From an optimization exercise on the open Yosys and OpenROAD flow, aimed at small area; shortcuts taken in it are not production practice.
In this exercise RTL edits were held to simulation tests only and were not proved equivalent to the original.
The flow treats the clock pin as an ideal source, which a real chip does not have.

==> inputs of trial 47 <==
Design regfile_2r1w_dbg, start of the top module:
module regfile_2r1w_dbg #(
  parameter int unsigned DATA_W = 32,
  parameter int unsigned CNT_W  = 16
) (
  input  logic              clk,
  input  logic              rst_n,
  input  logic              we,
  input  logic [4:0]        waddr,
  input  logic [DATA_W-1:0] wdata,
  input  logic [4:0]        raddr1,
  input  logic [4:0]        raddr2,
  output logic [DATA_W-1:0] rdata1,
  output logic [DATA_W-1:0] rdata2,
  input  logic              dbg_step,
  output logic [4:0]        dbg_idx,
  output logic [DATA_W-1:0] dbg_data,
  output logic [CNT_W-1:0]  wr_cnt
);
==> module rf_inv, before the edit <==
module rf_inv (
  input  logic a,
  output logic y
);
  assign y = ~a;
endmodule
==> module regfile_2r1w_dbg, before the edit <==
module regfile_2r1w_dbg #(
  parameter int unsigned DATA_W = 32,
  parameter int unsigned CNT_W  = 16
) (
  input  logic              clk,
  input  logic              rst_n,
  input  logic              we,
  input  logic [4:0]        waddr,
  input  logic [DATA_W-1:0] wdata,
  input  logic [4:0]        raddr1,
  input  logic [4:0]        raddr2,
  output logic [DATA_W-1:0] rdata1,
  output logic [DATA_W-1:0] rdata2,
  input  logic              dbg_step,
  output logic [4:0]        dbg_idx,
  output logic [DATA_W-1:0] dbg_data,
  output logic [CNT_W-1:0]  wr_cnt
);
  localparam int unsigned AW    = 5;
  localparam int unsigned NREGS = 32;
  logic [DATA_W-1:0] data_q [NREGS];
  logic [DATA_W-1:0] data_d [NREGS];
  logic [NREGS-1:0]  valid_q;
  logic              step_q;
  logic [AW-1:0]     dbg_idx_q;
  logic [CNT_W-1:0]  wr_cnt_q;
  logic              wr_en_c;
  logic [NREGS-1:0]  wsel_c;
  logic [NREGS-1:0]  wseln_c;
  logic [NREGS-1:0]  valid_d;
  logic [NREGS-1:0]  r1sel_c;
  logic [NREGS-1:0]  r2sel_c;
  logic [NREGS-1:0]  dsel_c;
  logic              byp1_c;
  logic              byp2_c;
  logic [3:0]        wlo_c, r1lo_c, r2lo_c, dlo_c;
  logic [7:0]        whi_c, r1hi_c, r2hi_c, dhi_c;
  assign wr_en_c = we && (waddr != '0);
  assign byp1_c = we && (waddr == raddr1) && (raddr1 != '0);
  assign byp2_c = we && (waddr == raddr2) && (raddr2 != '0);
  always_comb begin
    for (int j = 0; j < 4; j++) begin
      wlo_c[j]  = we && (waddr[1:0] == 2'(j));
      r1lo_c[j] = (raddr1[1:0] == 2'(j)) && !byp1_c;
      r2lo_c[j] = (raddr2[1:0] == 2'(j)) && !byp2_c;
      dlo_c[j]  = (dbg_idx_q[1:0] == 2'(j));
    end
    for (int k = 0; k < 8; k++) begin
      whi_c[k]  = (waddr[4:2] == 3'(k));
      r1hi_c[k] = (raddr1[4:2] == 3'(k));
      r2hi_c[k] = (raddr2[4:2] == 3'(k));
      dhi_c[k]  = (dbg_idx_q[4:2] == 3'(k));
    end
  end
  assign wsel_c[0]  = 1'b0;
  assign wseln_c[0] = 1'b1;
  assign valid_d[0] = 1'b0;
  assign r1sel_c[0] = byp1_c;
  assign r2sel_c[0] = byp2_c;
  assign dsel_c[0]  = 1'b0;   
  for (genvar i = 1; i < NREGS; i++) begin : g_sel
    rf_nand2 u_wn (.a1(wlo_c[i % 4]), .a2(whi_c[i / 4]), .y(wseln_c[i]));
    rf_inv   u_w  (.a(wseln_c[i]), .y(wsel_c[i]));
    rf_or2  u_v  (.a(valid_q[i]), .b(wsel_c[i]), .y(valid_d[i]));
    rf_and3 u_r1 (.a(r1lo_c[i % 4]), .b(r1hi_c[i / 4]), .c(valid_q[i]), .y(r1sel_c[i]));
    rf_and3 u_r2 (.a(r2lo_c[i % 4]), .b(r2hi_c[i / 4]), .c(valid_q[i]), .y(r2sel_c[i]));
    rf_and3 u_d  (.a(dlo_c[i % 4]),  .b(dhi_c[i / 4]),  .c(valid_q[i]), .y(dsel_c[i]));
  end
  for (genvar i = 1; i < NREGS; i++) begin : g_reg
    for (genvar b = 0; b < DATA_W; b++) begin : g_bit
      rf_ao22 u_hold (
        .a1(wsel_c[i]),  .a2(wdata[b]),
        .b1(wseln_c[i]), .b2(data_q[i][b]),
        .y(data_d[i][b])
      );
    end
    always_ff @(posedge clk) begin
      data_q[i] <= data_d[i];
    end
  end
  assign data_q[0] = '0;
  always_ff @(posedge clk or negedge rst_n) begin
    if (!rst_n) begin
      valid_q <= '0;
    end else begin
      valid_q <= valid_d;
    end
  end
  always_ff @(posedge clk or negedge rst_n) begin
    if (!rst_n) begin
      step_q    <= 1'b0;
      dbg_idx_q <= '0;
      wr_cnt_q  <= '0;
    end else begin
      step_q    <= dbg_step;
      dbg_idx_q <= dbg_idx_q + AW'(dbg_step && !step_q);
      wr_cnt_q  <= wr_cnt_q + CNT_W'(wr_en_c && (wr_cnt_q != '1));
    end
  end
  for (genvar b = 0; b < DATA_W; b++) begin : g_rd
    logic [NREGS-1:0] col;
    always_comb begin
      col[0] = wdata[b];
      for (int i = 1; i < NREGS; i++) begin
        col[i] = data_q[i][b];
      end
    end
    rf_rdbit  u_r1  (.sel(r1sel_c), .d(col), .y(rdata1[b]));
    rf_rdbit  u_r2  (.sel(r2sel_c), .d(col), .y(rdata2[b]));
    rf_dbgbit u_dbg (.sel(dsel_c[NREGS-1:1]), .d(col[NREGS-1:1]), .y(dbg_data[b]));
  end
  assign dbg_idx = dbg_idx_q;
  assign wr_cnt  = wr_cnt_q;
endmodule
clock: 7.0 ns
lec_check: 0
cap_margin: 10
cell_pad_in_sites_detail_placement: 1
core_margin: 2
core_utilization: 45
place_density_lb_addon: 0.1
setup_slack_margin: 0.1
slew_margin: 10
synth_hierarchical: 1
synth_minimum_keep_size: 0
standard.sh (not shown) runs the stock make flow with config.mk's settings and CLKGATE_MAP_FILE= SYNTH_SCRIPT=/design/flow/synth_recipe.tcl, a recipe that flattens the netlist after the stock synthesis.
==> flow/flow/run.sh <==
#!/bin/bash
# Layout flow: the standard ORFS flow (standard.sh) with three hooks:
#  * prep_place.tcl (before global placement): every input and output port
#    gets a buf_1 port buffer, and the drivers of high-fanout nets are given
#    drive strength 2 (instead of being rebuffered by repair_design);
#  * post_gpl.tcl (after global placement): releases the port buffers for
#    the later repair steps;
#  * post_cts.tcl (after clock tree synthesis): estimates the clock nets from
#    a global route and upsizes the clock buffers whose flip-flop clock pins
#    would see a slew above CLK_SLEW_TARGET.
# Global placement keeps none of its timing-driven resizing (repair_design
# after it does the repairs). Clock tree synthesis uses clkbuf_8 clusters of
# up to 25 sinks and no dummy loads. Each ORFS step writes its own log under
# orfs/logs/; the make output goes to standard.log.
set -o pipefail
F=$(pwd)/flow
export DONT_BUFFER_PORTS=1
export GPL_KEEP_OVERFLOW=0
export PRE_GLOBAL_PLACE_TCL=$F/prep_place.tcl
export POST_GLOBAL_PLACE_TCL=$F/post_gpl.tcl
export POST_CTS_TCL=$F/post_cts.tcl
export CLK_SLEW_TARGET=0.100
export CTS_ARGS="-sink_clustering_enable -repair_clock_nets -sink_clustering_size 25 -sink_clustering_max_diameter 80 -buf_list sky130_fd_sc_hd__clkbuf_8 -dont_use_dummy_load"
bash standard.sh > standard.log 2>&1
==> flow/flow/prep_place.tcl <==
# Before global placement: remove synthesis buffers, buffer every input and
# output port with the smallest buffer, and give the drivers of high-fanout
# nets (port buffers, address decoders, write selects) drive strength 2 so
# that they need no repair buffers. The port buffers are kept dont_touch
# until global placement is done (its remove_buffers would otherwise take
# them).
remove_buffers
buffer_ports -inputs -buffer_cell sky130_fd_sc_hd__buf_1
buffer_ports -outputs -buffer_cell sky130_fd_sc_hd__buf_1
set block [ord::get_db_block]
set db [ord::get_db]
set n 0
foreach net [$block getNets] {
  if {[$net getSigType] ne "SIGNAL"} continue
  set loads 0; set drv ""
  foreach it [$net getITerms] { if {[$it isInputSignal]} {incr loads} elseif {[$it isOutputSignal]} {set drv [$it getInst]} }
  if {$loads < 16 || $drv eq ""} continue
  set m [[$drv getMaster] getName]
  if {[regexp {^(sky130_fd_sc_hd__\w+)_1$} $m -> base]} {
    set nm [$db findMaster ${base}_2]
    if {$nm ne "NULL"} { $drv swapMaster $nm; incr n }
  }
}
set nb 0
foreach bt [$block getBTerms] {
  set net [$bt getNet]
  foreach it [$net getITerms] {
    set inst [$it getInst]
    if {[string match "*__buf_*" [[$inst getMaster] getName]]} { $inst setDoNotTouch 1; incr nb }
  }
}
puts "prep_place: $nb port buffers, upsized $n drivers"
Other scripts of this flow, unchanged in this note and not shown: flow/flow/post_cts.tcl, flow/flow/post_gpl.tcl
==> build 58: changes against trial 47 <==
==> flow/design.v (replaced) <==
module rf_ao22 (
  input  logic a1, a2, b1, b2,
  output logic y
);
  assign y = (a1 & a2) | (b1 & b2);
endmodule
module rf_aoi222 (
  input  logic a1, a2, b1, b2, c1, c2,
  output logic y
);
  assign y = ~((a1 & a2) | (b1 & b2) | (c1 & c2));
endmodule
module rf_nand2 (
  input  logic a1, a2,
  output logic y
);
  assign y = ~(a1 & a2);
endmodule
module rf_or11n (
  input  logic [10:0] n,
  output logic        y
);
  assign y = ~(&n);
endmodule
module rf_rdbit (
  input  logic [30:0] sel,
  input  logic [30:0] d,
  output logic        y
);
  logic [10:0] n;
  for (genvar k = 0; k < 10; k++) begin : g_t
    rf_aoi222 u_t (
      .a1(sel[3*k]),   .a2(d[3*k]),
      .b1(sel[3*k+1]), .b2(d[3*k+1]),
      .c1(sel[3*k+2]), .c2(d[3*k+2]),
      .y(n[k])
    );
  end
  rf_nand2 u_t10 (.a1(sel[30]), .a2(d[30]), .y(n[10]));
  rf_or11n u_or (.n(n), .y(y));
endmodule
module rf_and3 (
  input  logic a, b, c,
  output logic y
);
  assign y = a & b & c;
endmodule
module rf_inv (
  input  logic a,
  output logic y
);
  assign y = ~a;
endmodule
module rf_ao21 (
  input  logic a1, a2, b1,
  output logic y
);
  assign y = (a1 & a2) | b1;
endmodule
module regfile_2r1w_dbg #(
  parameter int unsigned DATA_W = 32,
  parameter int unsigned CNT_W  = 16
) (
  input  logic              clk,
  input  logic              rst_n,
  input  logic              we,
  input  logic [4:0]        waddr,
  input  logic [DATA_W-1:0] wdata,
  input  logic [4:0]        raddr1,
  input  logic [4:0]        raddr2,
  output logic [DATA_W-1:0] rdata1,
  output logic [DATA_W-1:0] rdata2,
  input  logic              dbg_step,
  output logic [4:0]        dbg_idx,
  output logic [DATA_W-1:0] dbg_data,
  output logic [CNT_W-1:0]  wr_cnt
);
  localparam int unsigned AW    = 5;
  localparam int unsigned NREGS = 32;
  logic [DATA_W-1:0] data_q [NREGS];
  logic [DATA_W-1:0] data_d [NREGS];
  logic [NREGS-1:0]  valid_q;
  logic              step_q;
  logic [AW-1:0]     dbg_idx_q;
  logic [CNT_W-1:0]  wr_cnt_q;
  logic              wr_en_c;
  logic [NREGS-1:0]  wsel_c;
  logic [NREGS-1:0]  wseln_c;
  logic [NREGS-1:0]  valid_d;
  logic [NREGS-1:0]  r1sel_c;
  logic [NREGS-1:0]  r2sel_c;
  logic [NREGS-1:0]  dsel_c;
  logic [3:0]        wlo_c, r1lo_c, r2lo_c, dlo_c;
  logic [7:0]        whi_c, r1hi_c, r2hi_c, dhi_c;
  assign wr_en_c = we && (waddr != '0);
  always_comb begin
    for (int j = 0; j < 4; j++) begin
      wlo_c[j]  = we && (waddr[1:0] == 2'(j));
      r1lo_c[j] = (raddr1[1:0] == 2'(j));
      r2lo_c[j] = (raddr2[1:0] == 2'(j));
      dlo_c[j]  = (dbg_idx_q[1:0] == 2'(j));
    end
    for (int k = 0; k < 8; k++) begin
      whi_c[k]  = (waddr[4:2] == 3'(k));
      r1hi_c[k] = (raddr1[4:2] == 3'(k));
      r2hi_c[k] = (raddr2[4:2] == 3'(k));
      dhi_c[k]  = (dbg_idx_q[4:2] == 3'(k));
    end
  end
  assign wsel_c[0]  = 1'b0;
  assign wseln_c[0] = 1'b1;
  assign valid_d[0] = 1'b0;
  assign r1sel_c[0] = 1'b0;
  assign r2sel_c[0] = 1'b0;
  assign dsel_c[0]  = 1'b0;
  for (genvar i = 1; i < NREGS; i++) begin : g_sel
    rf_nand2 u_wn (.a1(wlo_c[i % 4]), .a2(whi_c[i / 4]), .y(wseln_c[i]));
    rf_inv   u_w  (.a(wseln_c[i]), .y(wsel_c[i]));
    rf_ao21  u_v  (.a1(wlo_c[i % 4]), .a2(whi_c[i / 4]), .b1(valid_q[i]), .y(valid_d[i]));
    rf_and3  u_r1 (.a(r1lo_c[i % 4]), .b(r1hi_c[i / 4]), .c(valid_d[i]), .y(r1sel_c[i]));
    rf_and3  u_r2 (.a(r2lo_c[i % 4]), .b(r2hi_c[i / 4]), .c(valid_d[i]), .y(r2sel_c[i]));
    rf_and3  u_d  (.a(dlo_c[i % 4]),  .b(dhi_c[i / 4]),  .c(valid_q[i]), .y(dsel_c[i]));
  end
  for (genvar i = 1; i < NREGS; i++) begin : g_reg
    for (genvar b = 0; b < DATA_W; b++) begin : g_bit
      rf_ao22 u_hold (
        .a1(wsel_c[i]),  .a2(wdata[b]),
        .b1(wseln_c[i]), .b2(data_q[i][b]),
        .y(data_d[i][b])
      );
    end
    always_ff @(posedge clk) begin
      data_q[i] <= data_d[i];
    end
  end
  assign data_q[0] = '0;
  assign data_d[0] = '0;
  always_ff @(posedge clk or negedge rst_n) begin
    if (!rst_n) begin
      valid_q <= '0;
    end else begin
      valid_q <= valid_d;
    end
  end
  always_ff @(posedge clk or negedge rst_n) begin
    if (!rst_n) begin
      step_q    <= 1'b0;
      dbg_idx_q <= '0;
      wr_cnt_q  <= '0;
    end else begin
      step_q    <= dbg_step;
      dbg_idx_q <= dbg_idx_q + AW'(dbg_step && !step_q);
      wr_cnt_q  <= wr_cnt_q + CNT_W'(wr_en_c && (wr_cnt_q != '1));
    end
  end
  for (genvar b = 0; b < DATA_W; b++) begin : g_rd
    logic [NREGS-2:0] nxt;
    logic [NREGS-2:0] cur;
    always_comb begin
      for (int i = 1; i < NREGS; i++) begin
        nxt[i-1] = data_d[i][b];
        cur[i-1] = data_q[i][b];
      end
    end
    rf_rdbit u_r1  (.sel(r1sel_c[NREGS-1:1]), .d(nxt), .y(rdata1[b]));
    rf_rdbit u_r2  (.sel(r2sel_c[NREGS-1:1]), .d(nxt), .y(rdata2[b]));
    rf_rdbit u_dbg (.sel(dsel_c[NREGS-1:1]),  .d(cur), .y(dbg_data[b]));
  end
  assign dbg_idx = dbg_idx_q;
  assign wr_cnt  = wr_cnt_q;
endmodule
==> build 7: changes against trial 47 <==
--- a/flow/design.v
+++ b/flow/design.v
@@ -64,21 +64,22 @@
   rf_or11n u_or (.n(n), .y(y));
 endmodule
 module rf_and3 (
   input  logic a, b, c,
   output logic y
 );
   assign y = a & b & c;
 endmodule
-module rf_inv (
-  input  logic a,
-  output logic y
-);
-  assign y = ~a;
+module rf_wdec (
+  input  logic a, b, an, bn,
+  output logic y, yn
+);
+  assign y  = ~(an | bn);
+  assign yn = ~(a & b);
 endmodule
 module rf_or2 (
   input  logic a, b,
   output logic y
 );
   assign y = a | b;
 endmodule
 module regfile_2r1w_dbg #(
@@ -111,44 +112,49 @@
   logic [NREGS-1:0]  wsel_c;
   logic [NREGS-1:0]  wseln_c;
   logic [NREGS-1:0]  valid_d;
   logic [NREGS-1:0]  r1sel_c;
   logic [NREGS-1:0]  r2sel_c;
   logic [NREGS-1:0]  dsel_c;
   logic              byp1_c;
   logic              byp2_c;
-  logic [3:0]        wlo_c, r1lo_c, r2lo_c, dlo_c;
-  logic [7:0]        whi_c, r1hi_c, r2hi_c, dhi_c;
+  logic [3:0]        wlo_c, wlon_c, r1lo_c, r2lo_c, dlo_c;
+  logic [7:0]        whi_c, whin_c, r1hi_c, r2hi_c, dhi_c;
   assign wr_en_c = we && (waddr != '0);
   assign byp1_c = we && (waddr == raddr1) && (raddr1 != '0);
   assign byp2_c = we && (waddr == raddr2) && (raddr2 != '0);
   always_comb begin
     for (int j = 0; j < 4; j++) begin
       wlo_c[j]  = we && (waddr[1:0] == 2'(j));
+      wlon_c[j] = !wlo_c[j];
       r1lo_c[j] = (raddr1[1:0] == 2'(j)) && !byp1_c;
       r2lo_c[j] = (raddr2[1:0] == 2'(j)) && !byp2_c;
       dlo_c[j]  = (dbg_idx_q[1:0] == 2'(j));
     end
     for (int k = 0; k < 8; k++) begin
       whi_c[k]  = (waddr[4:2] == 3'(k));
+      whin_c[k] = !whi_c[k];
       r1hi_c[k] = (raddr1[4:2] == 3'(k));
       r2hi_c[k] = (raddr2[4:2] == 3'(k));
       dhi_c[k]  = (dbg_idx_q[4:2] == 3'(k));
     end
   end
   assign wsel_c[0]  = 1'b0;
   assign wseln_c[0] = 1'b1;
   assign valid_d[0] = 1'b0;
   assign r1sel_c[0] = byp1_c;
   assign r2sel_c[0] = byp2_c;
   assign dsel_c[0]  = 1'b0;   
   for (genvar i = 1; i < NREGS; i++) begin : g_sel
-    rf_nand2 u_wn (.a1(wlo_c[i % 4]), .a2(whi_c[i / 4]), .y(wseln_c[i]));
-    rf_inv   u_w  (.a(wseln_c[i]), .y(wsel_c[i]));
+    rf_wdec u_w (
+      .a(wlo_c[i % 4]),  .b(whi_c[i / 4]),
+      .an(wlon_c[i % 4]), .bn(whin_c[i / 4]),
+      .y(wsel_c[i]), .yn(wseln_c[i])
+    );
     rf_or2  u_v  (.a(valid_q[i]), .b(wsel_c[i]), .y(valid_d[i]));
     rf_and3 u_r1 (.a(r1lo_c[i % 4]), .b(r1hi_c[i / 4]), .c(valid_q[i]), .y(r1sel_c[i]));
     rf_and3 u_r2 (.a(r2lo_c[i % 4]), .b(r2hi_c[i / 4]), .c(valid_q[i]), .y(r2sel_c[i]));
     rf_and3 u_d  (.a(dlo_c[i % 4]),  .b(dhi_c[i / 4]),  .c(valid_q[i]), .y(dsel_c[i]));
   end
   for (genvar i = 1; i < NREGS; i++) begin : g_reg
     for (genvar b = 0; b < DATA_W; b++) begin : g_bit
       rf_ao22 u_hold (
==> flow/flow/run.sh (replaced) <==
#!/bin/bash
# Layout flow: the standard ORFS flow (standard.sh) with three hooks:
#  * prep_place.tcl (before global placement): every input and output port
#    gets a buf_1 port buffer, and the drivers of high-fanout nets are given
#    drive strength 4 (instead of being rebuffered by repair_design);
#  * post_gpl.tcl (after global placement): releases the port buffers for
#    the later repair steps;
#  * post_cts.tcl (after clock tree synthesis): estimates the clock nets from
#    a global route and upsizes the clock buffers whose flip-flop clock pins
#    would see a slew above CLK_SLEW_TARGET.
# Clock tree synthesis uses clkbuf_8 clusters of up to 25 sinks and no dummy
# loads. Each ORFS step writes its own log under orfs/logs/; the make output
# goes to standard.log.
set -o pipefail
F=$(pwd)/flow
export DONT_BUFFER_PORTS=1
export PRE_GLOBAL_PLACE_TCL=$F/prep_place.tcl
export POST_GLOBAL_PLACE_TCL=$F/post_gpl.tcl
export POST_CTS_TCL=$F/post_cts.tcl
export CLK_SLEW_TARGET=0.100
export CTS_ARGS="-sink_clustering_enable -repair_clock_nets -sink_clustering_size 25 -sink_clustering_max_diameter 80 -buf_list sky130_fd_sc_hd__clkbuf_8 -dont_use_dummy_load"
bash standard.sh > standard.log 2>&1
==> flow/flow/prep_place.tcl (replaced) <==
# Before global placement: remove synthesis buffers, buffer every input and
# output port with the smallest buffer, and give the drivers of high-fanout
# nets (port buffers, address decoders) a drive strength of 4 so that they
# need fewer repair buffers. The port buffers are kept dont_touch until
# global placement is done (its remove_buffers would otherwise take them).
remove_buffers
set before [llength [get_cells *]]
buffer_ports -inputs -buffer_cell sky130_fd_sc_hd__buf_1
buffer_ports -outputs -buffer_cell sky130_fd_sc_hd__buf_1
set block [ord::get_db_block]
set db [ord::get_db]
set n 0
foreach net [$block getNets] {
  if {[$net getSigType] ne "SIGNAL"} continue
  set loads 0; set drv ""
  foreach it [$net getITerms] { if {[$it isInputSignal]} {incr loads} elseif {[$it isOutputSignal]} {set drv [$it getInst]} }
  if {$loads < 16 || $drv eq ""} continue
  set m [[$drv getMaster] getName]
  if {[regexp {^(sky130_fd_sc_hd__\w+)_[12]$} $m -> base]} {
    set nm [$db findMaster ${base}_4]
    if {$nm ne "NULL"} { $drv swapMaster $nm; incr n }
  }
}
set nb 0
foreach bt [$block getBTerms] {
  set net [$bt getNet]
  foreach it [$net getITerms] {
    set inst [$it getInst]
    if {[string match "*__buf_*" [[$inst getMaster] getName]]} { $inst setDoNotTouch 1; incr nb }
  }
}
puts "prep_place: $nb port buffers, upsized $n drivers"
CAP_MARGIN = 20   (was 10)
CORE_UTILIZATION = 55   (was 45)
SLEW_MARGIN = 20   (was 10)
==> out/results.tsv <==
metric	value	unit
avgViaCountPerCell	9.24	
startpoint	waddr[2]	
nMultiInputCombCells	2787	
worst_hold_slack	0.496	ns
relSlewSlack	3.27	%
worst_skew_pair.late_latency	0.77	ns
start_util	45.3	%
tap_cells	1287	
dp_hpwl	142000	um
fin_cells	5384	
num_rows	115	
outcome	no timing/DRC/antenna violations	
yosysSeqAreaShare	47.6	%
combPwrFrac	20.3	%
utilization	49.2	%
syn_area_per_cell	11.5	um^2
-- figures above: trial 47

==> out/results.tsv <==
metric	value	unit
layout.clock.cell_area_share	2.72	%
track_usage	47.0	%
gr-usage-met1	63.0	%
outcome	finished with violations	
worst_skew_pair.late_latency	0.75	ns
yosysSeqAreaShare	48.2	%
worst_hold_slack	0.491	ns
num_rows	114	
utilization	49.6	%
dp_hpwl	135000	um
nMultiInputCombCells	2700	
syn_area_per_cell	11.6	um^2
fin_cells	5283	
layout_setup_ws	-0.0724	ns
relSlewSlack	2.79	%
violations	setup timing	
grt_pass1_vias	47121	
start_util	45.5	%
avgViaCountPerCell	9.34	
setup_viol	8	
-- figures above: build 58

==> out/results.tsv <==
metric	value	unit
dp_hpwl	141000	um
nMultiInputCombCells	2812	
relSlewSlack	6.06	%
utilization	61.3	%
worst_skew_pair.late_latency	0.74	ns
drive_gt1_share	6.80	%
syn_nets	3942	
syn_area_per_cell	11.5	um^2
yosysSeqAreaShare	47.6	%
start_util	55.5	%
combPwrFrac	21.0	%
tap_cells	1060	
clkPwrFrac	21.7	%
startpoint	waddr[3]	
outcome	no timing/DRC/antenna violations	
-- figures above: build 7

## what the ideal ports hide
In the flow no input, the clock included, has a driving cell. The finished layouts below were timed again as built, in two steps.
Step 1, drivers: a clkbuf_16 drives clk and a buf_2 each remaining input, both assumed.
Step 2 times the ports against the registers' clock, not the clock port: input delays grow and output delays shrink by t, the midpoint of the rising clock arrivals with the driver on.
Slacks: ideal / step 1 / step 2; pairs: ideal / step 1.
| run | t (ns) | setup WS [ns] | hold WS [ns] | slew at the worst register clock pin (ns) |
|---|---|---|---|---|
| trial 47 | 0.862 | 0.165 / 0.140 / 0.140 | 0.496 / 0.496 / 0.496 | 0.11 / 0.11 |
| build 58 | 0.831 | -0.072 / -0.095 / -0.095 | 0.491 / 0.491 / 0.491 | 0.11 / 0.11 |
| build 7 | 0.790 | 0.303 / 0.276 / 0.276 | 0.497 / 0.497 / 0.497 | 0.11 / 0.11 |
The setup slack of build 7, which loses most, moves by -0.027 ns with the drivers and by -0.027 ns with both steps.
